What follows belongs to an exercise in optimizing a design on an open flow for small area, a short achievable clock period and few clock cycles per item; a production flow would make more cautious choices.
At most, simulation tests tie the RTL to the original design; equivalence was not proved.

==> trial 5: inputs <==
==> flow/design.v (excerpt) <==
module fp_log (
  input  logic        clk,
  input  logic        rst_n,
  input  logic        start,
  input  logic [31:0] x,
  output logic [31:0] result,
  output logic        done,
  output logic        busy
);
clock: 14.5 ns
lec_check: 0
cap_margin: 20
core_margin: 2
core_utilization: 40
place_density: 0.6
setup_slack_margin: 5
slew_margin: 20
run.sh (not shown) runs the stock make flow with config.mk's settings and CLKGATE_MAP_FILE= SYNTH_SCRIPT=/design/flow/synth_recipe.tcl, a recipe that flattens the netlist after the stock synthesis.
==> trial 51 (differences from trial 5) <==
--- a/flow/design.v
+++ b/flow/design.v
@@ -1362,17 +1362,17 @@
           if (special) done <= 1'b1;
           else begin
             busy <= 1'b1;
             ph   <= 2'd1;
           end
         end
       end else begin
         ph <= ph + 2'd1;
-        if ((ph == 2'd3 && !nop) || ph == 2'd0) begin
+        if ((ph == 2'd3 && !(nop && d0 < 6'd3)) || ph == 2'd0) begin
           ph   <= 2'd0;
           busy <= 1'b0;
           done <= 1'b1;
         end
       end
     end
   end
   always_ff @(posedge clk) begin
==> build 26 (differences from trial 5) <==
--- a/flow/design.v
+++ b/flow/design.v
@@ -54,18 +54,18 @@
   wire p0_15 = (op0 & x[15]) | (on0 & ~x[15]) | (tp0 & x[14]) | (tn0 & ~x[14]);
   wire p0_16 = (op0 & x[16]) | (on0 & ~x[16]) | (tp0 & x[15]) | (tn0 & ~x[15]);
   wire p0_17 = (op0 & x[17]) | (on0 & ~x[17]) | (tp0 & x[16]) | (tn0 & ~x[16]);
   wire p0_18 = (op0 & x[18]) | (on0 & ~x[18]) | (tp0 & x[17]) | (tn0 & ~x[17]);
   wire p0_19 = (op0 & x[19]) | (on0 & ~x[19]) | (tp0 & x[18]) | (tn0 & ~x[18]);
   wire p0_20 = (op0 & x[20]) | (on0 & ~x[20]) | (tp0 & x[19]) | (tn0 & ~x[19]);
   wire p0_21 = (op0 & x[21]) | (on0 & ~x[21]) | (tp0 & x[20]) | (tn0 & ~x[20]);
   wire p0_22 = (op0 & x[22]) | (on0 & ~x[22]) | (tp0 & x[21]) | (tn0 & ~x[21]);
-  wire p0_23 = op0 | (tp0 & x[22]) | (tn0 & ~x[22]);
-  wire p0_24 = on0 | tp0;
+  wire p0_23 = (op0 & x[23]) | (on0 & ~x[23]) | (tp0 & x[22]) | (tn0 & ~x[22]);
+  wire p0_24 = on0 | (tp0 & x[23]) | (tn0 & ~x[23]);
   wire p0_25 = ~neg0;
   wire one1 = y[2] ^ y[1];
   wire two1 = ~(y[2] ^ y[1]) & (y[3] ^ y[2]);
   wire sg1 = y[3] ^ sub;
   wire op1 = one1 & ~sg1;
   wire on1 = one1 & sg1;
   wire tp1 = two1 & ~sg1;
   wire tn1 = two1 & sg1;
@@ -88,18 +88,18 @@
   wire p1_15 = (op1 & x[15]) | (on1 & ~x[15]) | (tp1 & x[14]) | (tn1 & ~x[14]);
   wire p1_16 = (op1 & x[16]) | (on1 & ~x[16]) | (tp1 & x[15]) | (tn1 & ~x[15]);
   wire p1_17 = (op1 & x[17]) | (on1 & ~x[17]) | (tp1 & x[16]) | (tn1 & ~x[16]);
   wire p1_18 = (op1 & x[18]) | (on1 & ~x[18]) | (tp1 & x[17]) | (tn1 & ~x[17]);
   wire p1_19 = (op1 & x[19]) | (on1 & ~x[19]) | (tp1 & x[18]) | (tn1 & ~x[18]);
   wire p1_20 = (op1 & x[20]) | (on1 & ~x[20]) | (tp1 & x[19]) | (tn1 & ~x[19]);
   wire p1_21 = (op1 & x[21]) | (on1 & ~x[21]) | (tp1 & x[20]) | (tn1 & ~x[20]);
   wire p1_22 = (op1 & x[22]) | (on1 & ~x[22]) | (tp1 & x[21]) | (tn1 & ~x[21]);
-  wire p1_23 = op1 | (tp1 & x[22]) | (tn1 & ~x[22]);
-  wire p1_24 = on1 | tp1;
+  wire p1_23 = (op1 & x[23]) | (on1 & ~x[23]) | (tp1 & x[22]) | (tn1 & ~x[22]);
+  wire p1_24 = on1 | (tp1 & x[23]) | (tn1 & ~x[23]);
   wire p1_25 = ~neg1;
   wire one2 = y[4] ^ y[3];
   wire two2 = ~(y[4] ^ y[3]) & (y[5] ^ y[4]);
   wire sg2 = y[5] ^ sub;
   wire op2 = one2 & ~sg2;
   wire on2 = one2 & sg2;
   wire tp2 = two2 & ~sg2;
   wire tn2 = two2 & sg2;
@@ -122,18 +122,18 @@
   wire p2_15 = (op2 & x[15]) | (on2 & ~x[15]) | (tp2 & x[14]) | (tn2 & ~x[14]);
   wire p2_16 = (op2 & x[16]) | (on2 & ~x[16]) | (tp2 & x[15]) | (tn2 & ~x[15]);
   wire p2_17 = (op2 & x[17]) | (on2 & ~x[17]) | (tp2 & x[16]) | (tn2 & ~x[16]);
   wire p2_18 = (op2 & x[18]) | (on2 & ~x[18]) | (tp2 & x[17]) | (tn2 & ~x[17]);
   wire p2_19 = (op2 & x[19]) | (on2 & ~x[19]) | (tp2 & x[18]) | (tn2 & ~x[18]);
   wire p2_20 = (op2 & x[20]) | (on2 & ~x[20]) | (tp2 & x[19]) | (tn2 & ~x[19]);
   wire p2_21 = (op2 & x[21]) | (on2 & ~x[21]) | (tp2 & x[20]) | (tn2 & ~x[20]);
   wire p2_22 = (op2 & x[22]) | (on2 & ~x[22]) | (tp2 & x[21]) | (tn2 & ~x[21]);
-  wire p2_23 = op2 | (tp2 & x[22]) | (tn2 & ~x[22]);
-  wire p2_24 = on2 | tp2;
+  wire p2_23 = (op2 & x[23]) | (on2 & ~x[23]) | (tp2 & x[22]) | (tn2 & ~x[22]);
+  wire p2_24 = on2 | (tp2 & x[23]) | (tn2 & ~x[23]);
   wire p2_25 = ~neg2;
   wire one3 = y[6] ^ y[5];
   wire two3 = ~(y[6] ^ y[5]) & (y[7] ^ y[6]);
   wire sg3 = y[7] ^ sub;
   wire op3 = one3 & ~sg3;
   wire on3 = one3 & sg3;
   wire tp3 = two3 & ~sg3;
   wire tn3 = two3 & sg3;
@@ -156,18 +156,18 @@
   wire p3_15 = (op3 & x[15]) | (on3 & ~x[15]) | (tp3 & x[14]) | (tn3 & ~x[14]);
   wire p3_16 = (op3 & x[16]) | (on3 & ~x[16]) | (tp3 & x[15]) | (tn3 & ~x[15]);
   wire p3_17 = (op3 & x[17]) | (on3 & ~x[17]) | (tp3 & x[16]) | (tn3 & ~x[16]);
   wire p3_18 = (op3 & x[18]) | (on3 & ~x[18]) | (tp3 & x[17]) | (tn3 & ~x[17]);
   wire p3_19 = (op3 & x[19]) | (on3 & ~x[19]) | (tp3 & x[18]) | (tn3 & ~x[18]);
   wire p3_20 = (op3 & x[20]) | (on3 & ~x[20]) | (tp3 & x[19]) | (tn3 & ~x[19]);
   wire p3_21 = (op3 & x[21]) | (on3 & ~x[21]) | (tp3 & x[20]) | (tn3 & ~x[20]);
   wire p3_22 = (op3 & x[22]) | (on3 & ~x[22]) | (tp3 & x[21]) | (tn3 & ~x[21]);
-  wire p3_23 = op3 | (tp3 & x[22]) | (tn3 & ~x[22]);
-  wire p3_24 = on3 | tp3;
+  wire p3_23 = (op3 & x[23]) | (on3 & ~x[23]) | (tp3 & x[22]) | (tn3 & ~x[22]);
+  wire p3_24 = on3 | (tp3 & x[23]) | (tn3 & ~x[23]);
   wire p3_25 = ~neg3;
   wire one4 = y[8] ^ y[7];
   wire two4 = ~(y[8] ^ y[7]) & (y[9] ^ y[8]);
   wire sg4 = y[9] ^ sub;
   wire op4 = one4 & ~sg4;
   wire on4 = one4 & sg4;
   wire tp4 = two4 & ~sg4;
   wire tn4 = two4 & sg4;
@@ -190,18 +190,18 @@
   wire p4_15 = (op4 & x[15]) | (on4 & ~x[15]) | (tp4 & x[14]) | (tn4 & ~x[14]);
   wire p4_16 = (op4 & x[16]) | (on4 & ~x[16]) | (tp4 & x[15]) | (tn4 & ~x[15]);
   wire p4_17 = (op4 & x[17]) | (on4 & ~x[17]) | (tp4 & x[16]) | (tn4 & ~x[16]);
   wire p4_18 = (op4 & x[18]) | (on4 & ~x[18]) | (tp4 & x[17]) | (tn4 & ~x[17]);
   wire p4_19 = (op4 & x[19]) | (on4 & ~x[19]) | (tp4 & x[18]) | (tn4 & ~x[18]);
   wire p4_20 = (op4 & x[20]) | (on4 & ~x[20]) | (tp4 & x[19]) | (tn4 & ~x[19]);
   wire p4_21 = (op4 & x[21]) | (on4 & ~x[21]) | (tp4 & x[20]) | (tn4 & ~x[20]);
   wire p4_22 = (op4 & x[22]) | (on4 & ~x[22]) | (tp4 & x[21]) | (tn4 & ~x[21]);
-  wire p4_23 = op4 | (tp4 & x[22]) | (tn4 & ~x[22]);
-  wire p4_24 = on4 | tp4;
+  wire p4_23 = (op4 & x[23]) | (on4 & ~x[23]) | (tp4 & x[22]) | (tn4 & ~x[22]);
+  wire p4_24 = on4 | (tp4 & x[23]) | (tn4 & ~x[23]);
   wire p4_25 = ~neg4;
   wire one5 = y[10] ^ y[9];
   wire two5 = ~(y[10] ^ y[9]) & (y[11] ^ y[10]);
   wire sg5 = y[11] ^ sub;
   wire op5 = one5 & ~sg5;
   wire on5 = one5 & sg5;
   wire tp5 = two5 & ~sg5;
   wire tn5 = two5 & sg5;
@@ -224,18 +224,18 @@
   wire p5_15 = (op5 & x[15]) | (on5 & ~x[15]) | (tp5 & x[14]) | (tn5 & ~x[14]);
   wire p5_16 = (op5 & x[16]) | (on5 & ~x[16]) | (tp5 & x[15]) | (tn5 & ~x[15]);
   wire p5_17 = (op5 & x[17]) | (on5 & ~x[17]) | (tp5 & x[16]) | (tn5 & ~x[16]);
   wire p5_18 = (op5 & x[18]) | (on5 & ~x[18]) | (tp5 & x[17]) | (tn5 & ~x[17]);
   wire p5_19 = (op5 & x[19]) | (on5 & ~x[19]) | (tp5 & x[18]) | (tn5 & ~x[18]);
   wire p5_20 = (op5 & x[20]) | (on5 & ~x[20]) | (tp5 & x[19]) | (tn5 & ~x[19]);
   wire p5_21 = (op5 & x[21]) | (on5 & ~x[21]) | (tp5 & x[20]) | (tn5 & ~x[20]);
   wire p5_22 = (op5 & x[22]) | (on5 & ~x[22]) | (tp5 & x[21]) | (tn5 & ~x[21]);
-  wire p5_23 = op5 | (tp5 & x[22]) | (tn5 & ~x[22]);
-  wire p5_24 = on5 | tp5;
+  wire p5_23 = (op5 & x[23]) | (on5 & ~x[23]) | (tp5 & x[22]) | (tn5 & ~x[22]);
+  wire p5_24 = on5 | (tp5 & x[23]) | (tn5 & ~x[23]);
   wire p5_25 = ~neg5;
   wire one6 = y[12] ^ y[11];
   wire two6 = ~(y[12] ^ y[11]) & (y[13] ^ y[12]);
   wire sg6 = y[13] ^ sub;
   wire op6 = one6 & ~sg6;
   wire on6 = one6 & sg6;
   wire tp6 = two6 & ~sg6;
   wire tn6 = two6 & sg6;
@@ -258,18 +258,18 @@
   wire p6_15 = (op6 & x[15]) | (on6 & ~x[15]) | (tp6 & x[14]) | (tn6 & ~x[14]);
   wire p6_16 = (op6 & x[16]) | (on6 & ~x[16]) | (tp6 & x[15]) | (tn6 & ~x[15]);
   wire p6_17 = (op6 & x[17]) | (on6 & ~x[17]) | (tp6 & x[16]) | (tn6 & ~x[16]);
   wire p6_18 = (op6 & x[18]) | (on6 & ~x[18]) | (tp6 & x[17]) | (tn6 & ~x[17]);
   wire p6_19 = (op6 & x[19]) | (on6 & ~x[19]) | (tp6 & x[18]) | (tn6 & ~x[18]);
   wire p6_20 = (op6 & x[20]) | (on6 & ~x[20]) | (tp6 & x[19]) | (tn6 & ~x[19]);
   wire p6_21 = (op6 & x[21]) | (on6 & ~x[21]) | (tp6 & x[20]) | (tn6 & ~x[20]);
   wire p6_22 = (op6 & x[22]) | (on6 & ~x[22]) | (tp6 & x[21]) | (tn6 & ~x[21]);
-  wire p6_23 = op6 | (tp6 & x[22]) | (tn6 & ~x[22]);
-  wire p6_24 = on6 | tp6;
+  wire p6_23 = (op6 & x[23]) | (on6 & ~x[23]) | (tp6 & x[22]) | (tn6 & ~x[22]);
+  wire p6_24 = on6 | (tp6 & x[23]) | (tn6 & ~x[23]);
   wire p6_25 = ~neg6;
   wire one7 = y[14] ^ y[13];
   wire two7 = ~(y[14] ^ y[13]) & (y[15] ^ y[14]);
   wire sg7 = y[15] ^ sub;
   wire op7 = one7 & ~sg7;
   wire on7 = one7 & sg7;
   wire tp7 = two7 & ~sg7;
   wire tn7 = two7 & sg7;
@@ -292,18 +292,18 @@
   wire p7_15 = (op7 & x[15]) | (on7 & ~x[15]) | (tp7 & x[14]) | (tn7 & ~x[14]);
   wire p7_16 = (op7 & x[16]) | (on7 & ~x[16]) | (tp7 & x[15]) | (tn7 & ~x[15]);
   wire p7_17 = (op7 & x[17]) | (on7 & ~x[17]) | (tp7 & x[16]) | (tn7 & ~x[16]);
   wire p7_18 = (op7 & x[18]) | (on7 & ~x[18]) | (tp7 & x[17]) | (tn7 & ~x[17]);
   wire p7_19 = (op7 & x[19]) | (on7 & ~x[19]) | (tp7 & x[18]) | (tn7 & ~x[18]);
   wire p7_20 = (op7 & x[20]) | (on7 & ~x[20]) | (tp7 & x[19]) | (tn7 & ~x[19]);
   wire p7_21 = (op7 & x[21]) | (on7 & ~x[21]) | (tp7 & x[20]) | (tn7 & ~x[20]);
   wire p7_22 = (op7 & x[22]) | (on7 & ~x[22]) | (tp7 & x[21]) | (tn7 & ~x[21]);
-  wire p7_23 = op7 | (tp7 & x[22]) | (tn7 & ~x[22]);
-  wire p7_24 = on7 | tp7;
+  wire p7_23 = (op7 & x[23]) | (on7 & ~x[23]) | (tp7 & x[22]) | (tn7 & ~x[22]);
+  wire p7_24 = on7 | (tp7 & x[23]) | (tn7 & ~x[23]);
   wire p7_25 = ~neg7;
   wire one8 = y[16] ^ y[15];
   wire two8 = ~(y[16] ^ y[15]) & (y[17] ^ y[16]);
   wire sg8 = y[17] ^ sub;
   wire op8 = one8 & ~sg8;
   wire on8 = one8 & sg8;
   wire tp8 = two8 & ~sg8;
   wire tn8 = two8 & sg8;
@@ -326,18 +326,18 @@
   wire p8_15 = (op8 & x[15]) | (on8 & ~x[15]) | (tp8 & x[14]) | (tn8 & ~x[14]);
   wire p8_16 = (op8 & x[16]) | (on8 & ~x[16]) | (tp8 & x[15]) | (tn8 & ~x[15]);
   wire p8_17 = (op8 & x[17]) | (on8 & ~x[17]) | (tp8 & x[16]) | (tn8 & ~x[16]);
   wire p8_18 = (op8 & x[18]) | (on8 & ~x[18]) | (tp8 & x[17]) | (tn8 & ~x[17]);
   wire p8_19 = (op8 & x[19]) | (on8 & ~x[19]) | (tp8 & x[18]) | (tn8 & ~x[18]);
   wire p8_20 = (op8 & x[20]) | (on8 & ~x[20]) | (tp8 & x[19]) | (tn8 & ~x[19]);
   wire p8_21 = (op8 & x[21]) | (on8 & ~x[21]) | (tp8 & x[20]) | (tn8 & ~x[20]);
   wire p8_22 = (op8 & x[22]) | (on8 & ~x[22]) | (tp8 & x[21]) | (tn8 & ~x[21]);
-  wire p8_23 = op8 | (tp8 & x[22]) | (tn8 & ~x[22]);
-  wire p8_24 = on8 | tp8;
+  wire p8_23 = (op8 & x[23]) | (on8 & ~x[23]) | (tp8 & x[22]) | (tn8 & ~x[22]);
+  wire p8_24 = on8 | (tp8 & x[23]) | (tn8 & ~x[23]);
   wire p8_25 = ~neg8;
   wire one9 = y[18] ^ y[17];
   wire two9 = ~(y[18] ^ y[17]) & (y[19] ^ y[18]);
   wire sg9 = y[19] ^ sub;
   wire op9 = one9 & ~sg9;
   wire on9 = one9 & sg9;
   wire tp9 = two9 & ~sg9;
   wire tn9 = two9 & sg9;
@@ -360,18 +360,18 @@
   wire p9_15 = (op9 & x[15]) | (on9 & ~x[15]) | (tp9 & x[14]) | (tn9 & ~x[14]);
   wire p9_16 = (op9 & x[16]) | (on9 & ~x[16]) | (tp9 & x[15]) | (tn9 & ~x[15]);
   wire p9_17 = (op9 & x[17]) | (on9 & ~x[17]) | (tp9 & x[16]) | (tn9 & ~x[16]);
   wire p9_18 = (op9 & x[18]) | (on9 & ~x[18]) | (tp9 & x[17]) | (tn9 & ~x[17]);
   wire p9_19 = (op9 & x[19]) | (on9 & ~x[19]) | (tp9 & x[18]) | (tn9 & ~x[18]);
   wire p9_20 = (op9 & x[20]) | (on9 & ~x[20]) | (tp9 & x[19]) | (tn9 & ~x[19]);
   wire p9_21 = (op9 & x[21]) | (on9 & ~x[21]) | (tp9 & x[20]) | (tn9 & ~x[20]);
   wire p9_22 = (op9 & x[22]) | (on9 & ~x[22]) | (tp9 & x[21]) | (tn9 & ~x[21]);
-  wire p9_23 = op9 | (tp9 & x[22]) | (tn9 & ~x[22]);
-  wire p9_24 = on9 | tp9;
+  wire p9_23 = (op9 & x[23]) | (on9 & ~x[23]) | (tp9 & x[22]) | (tn9 & ~x[22]);
+  wire p9_24 = on9 | (tp9 & x[23]) | (tn9 & ~x[23]);
   wire p9_25 = ~neg9;
   wire one10 = y[20] ^ y[19];
   wire two10 = ~(y[20] ^ y[19]) & (y[21] ^ y[20]);
   wire sg10 = y[21] ^ sub;
   wire op10 = one10 & ~sg10;
   wire on10 = one10 & sg10;
   wire tp10 = two10 & ~sg10;
   wire tn10 = two10 & sg10;
@@ -394,18 +394,18 @@
   wire p10_15 = (op10 & x[15]) | (on10 & ~x[15]) | (tp10 & x[14]) | (tn10 & ~x[14]);
   wire p10_16 = (op10 & x[16]) | (on10 & ~x[16]) | (tp10 & x[15]) | (tn10 & ~x[15]);
   wire p10_17 = (op10 & x[17]) | (on10 & ~x[17]) | (tp10 & x[16]) | (tn10 & ~x[16]);
   wire p10_18 = (op10 & x[18]) | (on10 & ~x[18]) | (tp10 & x[17]) | (tn10 & ~x[17]);
   wire p10_19 = (op10 & x[19]) | (on10 & ~x[19]) | (tp10 & x[18]) | (tn10 & ~x[18]);
   wire p10_20 = (op10 & x[20]) | (on10 & ~x[20]) | (tp10 & x[19]) | (tn10 & ~x[19]);
   wire p10_21 = (op10 & x[21]) | (on10 & ~x[21]) | (tp10 & x[20]) | (tn10 & ~x[20]);
   wire p10_22 = (op10 & x[22]) | (on10 & ~x[22]) | (tp10 & x[21]) | (tn10 & ~x[21]);
-  wire p10_23 = op10 | (tp10 & x[22]) | (tn10 & ~x[22]);
-  wire p10_24 = on10 | tp10;
+  wire p10_23 = (op10 & x[23]) | (on10 & ~x[23]) | (tp10 & x[22]) | (tn10 & ~x[22]);
+  wire p10_24 = on10 | (tp10 & x[23]) | (tn10 & ~x[23]);
   wire p10_25 = ~neg10;
   wire w1 = p0_14 ^ p1_12;
   wire w2 = p0_14 & p1_12;
   wire w3 = p0_15 ^ p1_13;
   wire w4 = p0_15 & p1_13;
   wire w5 = p0_16 ^ p1_14 ^ p2_12;
   wire w6 = (p0_16 & p1_14) | (p0_16 & p2_12) | (p1_14 & p2_12);
   wire w7 = p3_10 ^ p4_8;
@@ -1071,17 +1071,17 @@
       4'd8:  recip_sig = 24'haaaaaa;
       4'd9:  recip_sig = 24'ha3d70a;
       4'd10: recip_sig = 24'h9d89d8;
       4'd11: recip_sig = 24'h97b425;
       4'd12: recip_sig = 24'h924924;
       4'd13: recip_sig = 24'h8d3dcb;
       4'd14: recip_sig = 24'h888888;
       4'd15: recip_sig = 24'h842108;
-      default: recip_sig = 24'hffffff;   
+      default: recip_sig = 24'h800000;
     endcase
   endfunction
   function automatic logic [49:0] recip_base(input logic [3:0] i);
     case (i)
       4'd1:  recip_base = 50'(64'(24'h880000) * 64'h f0f0f0) + MAC_K;
       4'd2:  recip_base = 50'(64'(24'h900000) * 64'h e38e38) + MAC_K;
       4'd3:  recip_base = 50'(64'(24'h980000) * 64'h d79435) + MAC_K;
       4'd4:  recip_base = 50'(64'(24'ha00000) * 64'h cccccc) + MAC_K;
@@ -1091,17 +1091,17 @@
       4'd8:  recip_base = 50'(64'(24'hc00000) * 64'h aaaaaa) + MAC_K;
       4'd9:  recip_base = 50'(64'(24'hc80000) * 64'h a3d70a) + MAC_K;
       4'd10: recip_base = 50'(64'(24'hd00000) * 64'h 9d89d8) + MAC_K;
       4'd11: recip_base = 50'(64'(24'hd80000) * 64'h 97b425) + MAC_K;
       4'd12: recip_base = 50'(64'(24'he00000) * 64'h 924924) + MAC_K;
       4'd13: recip_base = 50'(64'(24'he80000) * 64'h 8d3dcb) + MAC_K;
       4'd14: recip_base = 50'(64'(24'hf00000) * 64'h 888888) + MAC_K;
       4'd15: recip_base = 50'(64'(24'hf80000) * 64'h 842108) + MAC_K;
-      default: recip_base = (50'd1 << 47) + 50'hffffff + MAC_K;
+      default: recip_base = (50'd1 << 47) + MAC_K;
     endcase
   endfunction
   function automatic logic [31:0] ln_tab(input logic [3:0] i);
     case (i)
       4'd1:  ln_tab = 32'h3d785186;
       4'd2:  ln_tab = 32'h3df1383d;
       4'd3:  ln_tab = 32'h3e2ff983;
       4'd4:  ln_tab = 32'h3e647fbe;
@@ -1182,28 +1182,30 @@
       6'd58: c3_add = 50'h025cb95800000;
       6'd59: c3_add = 50'h025cb958fffff;
       6'd60: c3_add = 50'h07ea6bf000000;
       6'd61: c3_add = 50'h07ea6bf1fffff;
       6'd62: c3_add = 50'h029fe0a800000;
       default: c3_add = 50'h029fe0a8fffff;
     endcase
   endfunction
-  logic [1:0]  ph;        
+  logic [2:0]  ph;        
   logic        nop;       
   logic        nrm;       
   logic        spec_q;    
   logic [1:0]  spc_q;     
   logic [3:0]  iq;        
   logic signed [20:0] tq;   
   logic [31:0] evq;       
   logic [18:0] stq;       
   logic [4:0]  lzq;       
   logic        ef;        
   logic [23:0] xr;        
+  logic [21:0] yr;
+  logic        subr;
   logic [33:0] rq;        
   logic [2:0]  shq;       
   logic [5:0]  tshq;      
   logic [7:0]  eevq;      
   logic        sgnq;      
   logic        subq;      
   logic [3:0]  mk0q;      
   logic [3:0]  mk1q;      
@@ -1229,57 +1231,38 @@
     end
     msig = mag << (3'd6 - pos);
     evs = msig;
     q = evm;
     if (mag == '0)  ev = '0;
     else if (q[30]) ev = {ex < 8'd127, 8'(8'd127 + pos), q[29:7]};
     else            ev = {ex < 8'd127, 8'(8'd126 + pos), q[28:6]};
   end
-  logic [23:0] mx;
-  logic [21:0] my;
-  logic        msub;
   logic [49:0] mc;
   logic [49:0] mq;
   logic [49:0] ms0, ms1;
-  logic [23:0] a2;
-  logic [49:0] cadd;
-  assign a2   = tq[20] ? (tq[0] ? 24'haaaaab : 24'haaaaac) : 24'haaaaab - 24'(tq[20:1]);
-  assign cadd = (tq > 0) ? (50'd1 << 49) + 50'h7fffff + MAC_K : (50'd1 << 49) + MAC_K;
   always_comb begin
     case (ph)
-      2'd0: begin   
-        mx   = recip_sig(ix);
-        my   = {3'b000, x[18:0]};
-        msub = 1'b0;
-        mc   = recip_base(ix);
-      end
-      2'd1: begin   
-        mx   = a2;
-        my   = {tq, 1'b0};
-        msub = 1'b1;
-        mc   = cadd;
-      end
-      2'd2: begin   
-        mx   = xr;
-        my   = tq[20] ? {tq, 1'b0} : 22'(tq);
-        msub = 1'b1;
-        mc   = cadd;
-      end
-      default: begin   
-        mx   = xr;
-        my   = (iq == 4'd0) ? {3'b000, stq} : 22'(tq);
-        msub = 1'b0;
-        mc   = c3_add(iq, ef, tq[20]);
-      end
+      3'd1:    mc = recip_base(iq);                   
+      3'd2,
+      3'd3:    mc = (tq > 0) ? (50'd1 << 49) + 50'h7fffff + MAC_K   
+                             : (50'd1 << 49) + MAC_K;
+      default: mc = c3_add(iq, ef, tq[20]);           
     endcase
   end
-  fp_log_mac i_mac (.x(mx), .y(my), .sub(msub), .c(mc), .q(mq), .s0(ms0), .s1(ms1));
+  fp_log_mac i_mac (.x(xr), .y(yr), .sub(subr), .c(mc), .q(mq), .s0(ms0), .s1(ms1));
   logic signed [20:0] tn;
+  logic [23:0] a2;
   assign tn = mq[47] ? {1'b0, mq[42:24], 1'b0} : {1'b1, mq[42:23]};
+  localparam logic [49:0] A2K = (50'h12aaaac << 24) + 50'd1;
+  logic [49:0] au, av, aw;
+  assign au = ~ms0 ^ ~ms1 ^ A2K;
+  assign av = {(~ms0[48:0] & ~ms1[48:0]) | (~ms0[48:0] & A2K[48:0]) | (~ms1[48:0] & A2K[48:0]), 1'b0};
+  assign aw = au + av;
+  assign a2 = mq[47] ? aw[47:24] : (mq[23] ? 24'haaaaab : 24'haaaaac);
   logic [19:0] ua;
   logic [19:0] un;
   logic [4:0]  lz;
   always_comb begin
     ua = tq[20] ? 20'(-tq) : 20'(tq);
     lz = '0;
     for (int k = 0; k < 20; k++) begin
       if (ua[k]) lz = 5'(19 - k);
@@ -1349,53 +1332,80 @@
   end
   logic [31:0] fin;
   assign fin = nrm ? nfin : far;
   assign result = spec_q ? {spc_q[1], 8'hff, spc_q[0], 22'd0} : fin;
   always_ff @(posedge clk or negedge rst_n) begin
     if (!rst_n) begin
       busy <= 1'b0;
       done <= 1'b0;
-      ph   <= 2'd0;
+      ph   <= 3'd0;
     end else begin
       done <= 1'b0;
       if (!busy) begin
         if (start) begin
           if (special) done <= 1'b1;
           else begin
             busy <= 1'b1;
-            ph   <= 2'd1;
+            ph   <= 3'd1;
           end
         end
       end else begin
-        ph <= ph + 2'd1;
-        if ((ph == 2'd3 && !nop) || ph == 2'd0) begin
-          ph   <= 2'd0;
+        ph <= ph + 3'd1;
+        if ((ph == 3'd4 && !nop) || ph == 3'd5) begin
+          ph   <= 3'd0;
           busy <= 1'b0;
           done <= 1'b1;
         end
       end
     end
   end
   always_ff @(posedge clk) begin
     if (!busy) begin
       spec_q <= special;
       spc_q  <= {ex == 8'd0, ex != 8'd0 && (x[31] || x[22:0] != '0)};
       iq     <= ix;
       evq    <= ev;
-      tq     <= tn;
       nop    <= (ex == 8'd126);
     end
+    if (ph == 3'd1) tq <= tn;
+    if (ph == 3'd3) ef <= sm[26];
     stq <= un[19:1];
     lzq <= lz;
-    xr <= sg;   
-    if (ph == 2'd2) ef <= sm[26];
-    rq   <= (busy && ph == 2'd0) ? {6'd0, sum} : mq[48:15];
-    nrm  <= busy && ph == 2'd0;
-    shq  <= sh3;
-    tshq <= 6'(sh3) + d0;
-    mk0q <= (d0 < 6'd3) ? lowmask(4'd3 - 4'(d0)) : 4'd0;
-    mk1q <= (d0 < 6'd4) ? lowmask(4'd4 - 4'(d0)) : 4'd0;
-    eevq <= eevp;
-    sgnq <= ev0 ? s8 : evq[31];
-    subq <= ~ev0 & (evq[31] ^ s8);
+    case (ph)
+      3'd0: begin   
+        xr   <= recip_sig(ix);
+        yr   <= (ix == 4'd0) ? {2'b00, x[18:0], 1'b0} : {3'b000, x[18:0]};
+        subr <= 1'b0;
+      end
+      3'd1: begin   
+        xr   <= a2;
+        yr   <= {tn, 1'b0};
+        subr <= 1'b1;
+      end
+      3'd2: begin   
+        xr   <= sg;
+        yr   <= tq[20] ? {tq, 1'b0} : 22'(tq);
+        subr <= 1'b1;
+      end
+      default: begin   
+        xr   <= sg;
+        yr   <= (iq == 4'd0) ? {3'b000, stq} : 22'(tq);
+        subr <= 1'b0;
+      end
+    endcase
+    if (ph == 3'd5) begin
+      rq  <= {6'd0, sum};
+      nrm <= 1'b1;
+    end
+    if (ph == 3'd4) begin
+      nrm  <= 1'b0;
+      rq   <= mq[48:15];
+      shq  <= sh3;
+      tshq <= 6'(sh3) + d0;
+      mk0q <= (d0 < 6'd3) ? lowmask(4'd3 - 4'(d0)) : 4'd0;
+      mk1q <= (d0 < 6'd4) ? lowmask(4'd4 - 4'(d0)) : 4'd0;
+      eevq <= eevp;
+      sgnq <= ev0 ? s8 : evq[31];
+      subq <= ~ev0 & (evq[31] ^ s8);
+    end
   end
 endmodule
Settings changed: SETUP_SLACK_MARGIN 5 to 4.5.
==> flow_metrics.tcl <==
set metrics [dict create \
    seq_share 0.0972 \
    use_met3 0.0963 \
    clock_latency_ns 0.51 \
    path_delay_family "adder cells" \
    multi_input_cells 3447 \
    cts_max_path_buffers 2 \
    status "finished clean" \
    regToRegSetupSlack_ns 4.89 \
    avgSynthCellArea_um2 7.90 \
    r2r_start "ph[0]" \
    worst_slack_ns 4.46 \
]
# the run above: trial 51

==> flow_metrics.tcl <==
set metrics [dict create \
    cts_max_path_buffers 3 \
    clock_latency_ns 0.58 \
    status "finished clean" \
    multi_input_cells 3964 \
    r2r_start "subr" \
    path_delay_family "simple AND/OR/NAND/NOR gates" \
    avgSynthCellArea_um2 7.94 \
    seq_share 0.124 \
]
# the run above: build 26

==> flow_metrics.tcl <==
set metrics [dict create \
    cts_max_path_buffers 2 \
    avgSynthCellArea_um2 7.94 \
    status "finished clean" \
    worst_slack_ns 4.68 \
    r2r_start "ph[1]" \
    clock_latency_ns 0.49 \
    use_met3 0.0879 \
    seq_share 0.0982 \
    regToRegSetupSlack_ns 4.95 \
]
# the run above: trial 5

Testbench counts of trial 51, summed over its fixed seeds: cycles 66,876, items 16,000.
Only the layout flow was run in trial 5 and build 26; the RTL was not checked for function there.

==> what the ideal ports hide <==
The results above use ideal ports. As a check the final layouts listed here were re-extracted and re-timed, cells and wires unchanged. Step 1 assumes that a clkbuf_16 drives the clock port and a buf_2 every other input. Step 2 moves the port delays by t, midway between the first and last clock arrival at a register: inputs arrive t later, outputs are due t later. That takes back most of the time a late clock gives input paths. Three values: ideal, step 1, step 2; two values: the first two.
| run | t (ns) | setup slack, ns | cell pins on the clock port's net |
|---|---|---|---|
| trial 5 | 0.542 | 4.685 / 4.662 / 4.120 | 1 |
| trial 51 | 0.560 | 4.455 / 4.497 / 3.937 | 1 |
| build 26 | 0.631 | 4.762 / 4.696 / 4.377 | 1 |
After both steps every run listed still meets setup and hold. The setup slack of trial 5, which loses most, moves by -0.023 ns with the drivers and by -0.565 ns with both steps.
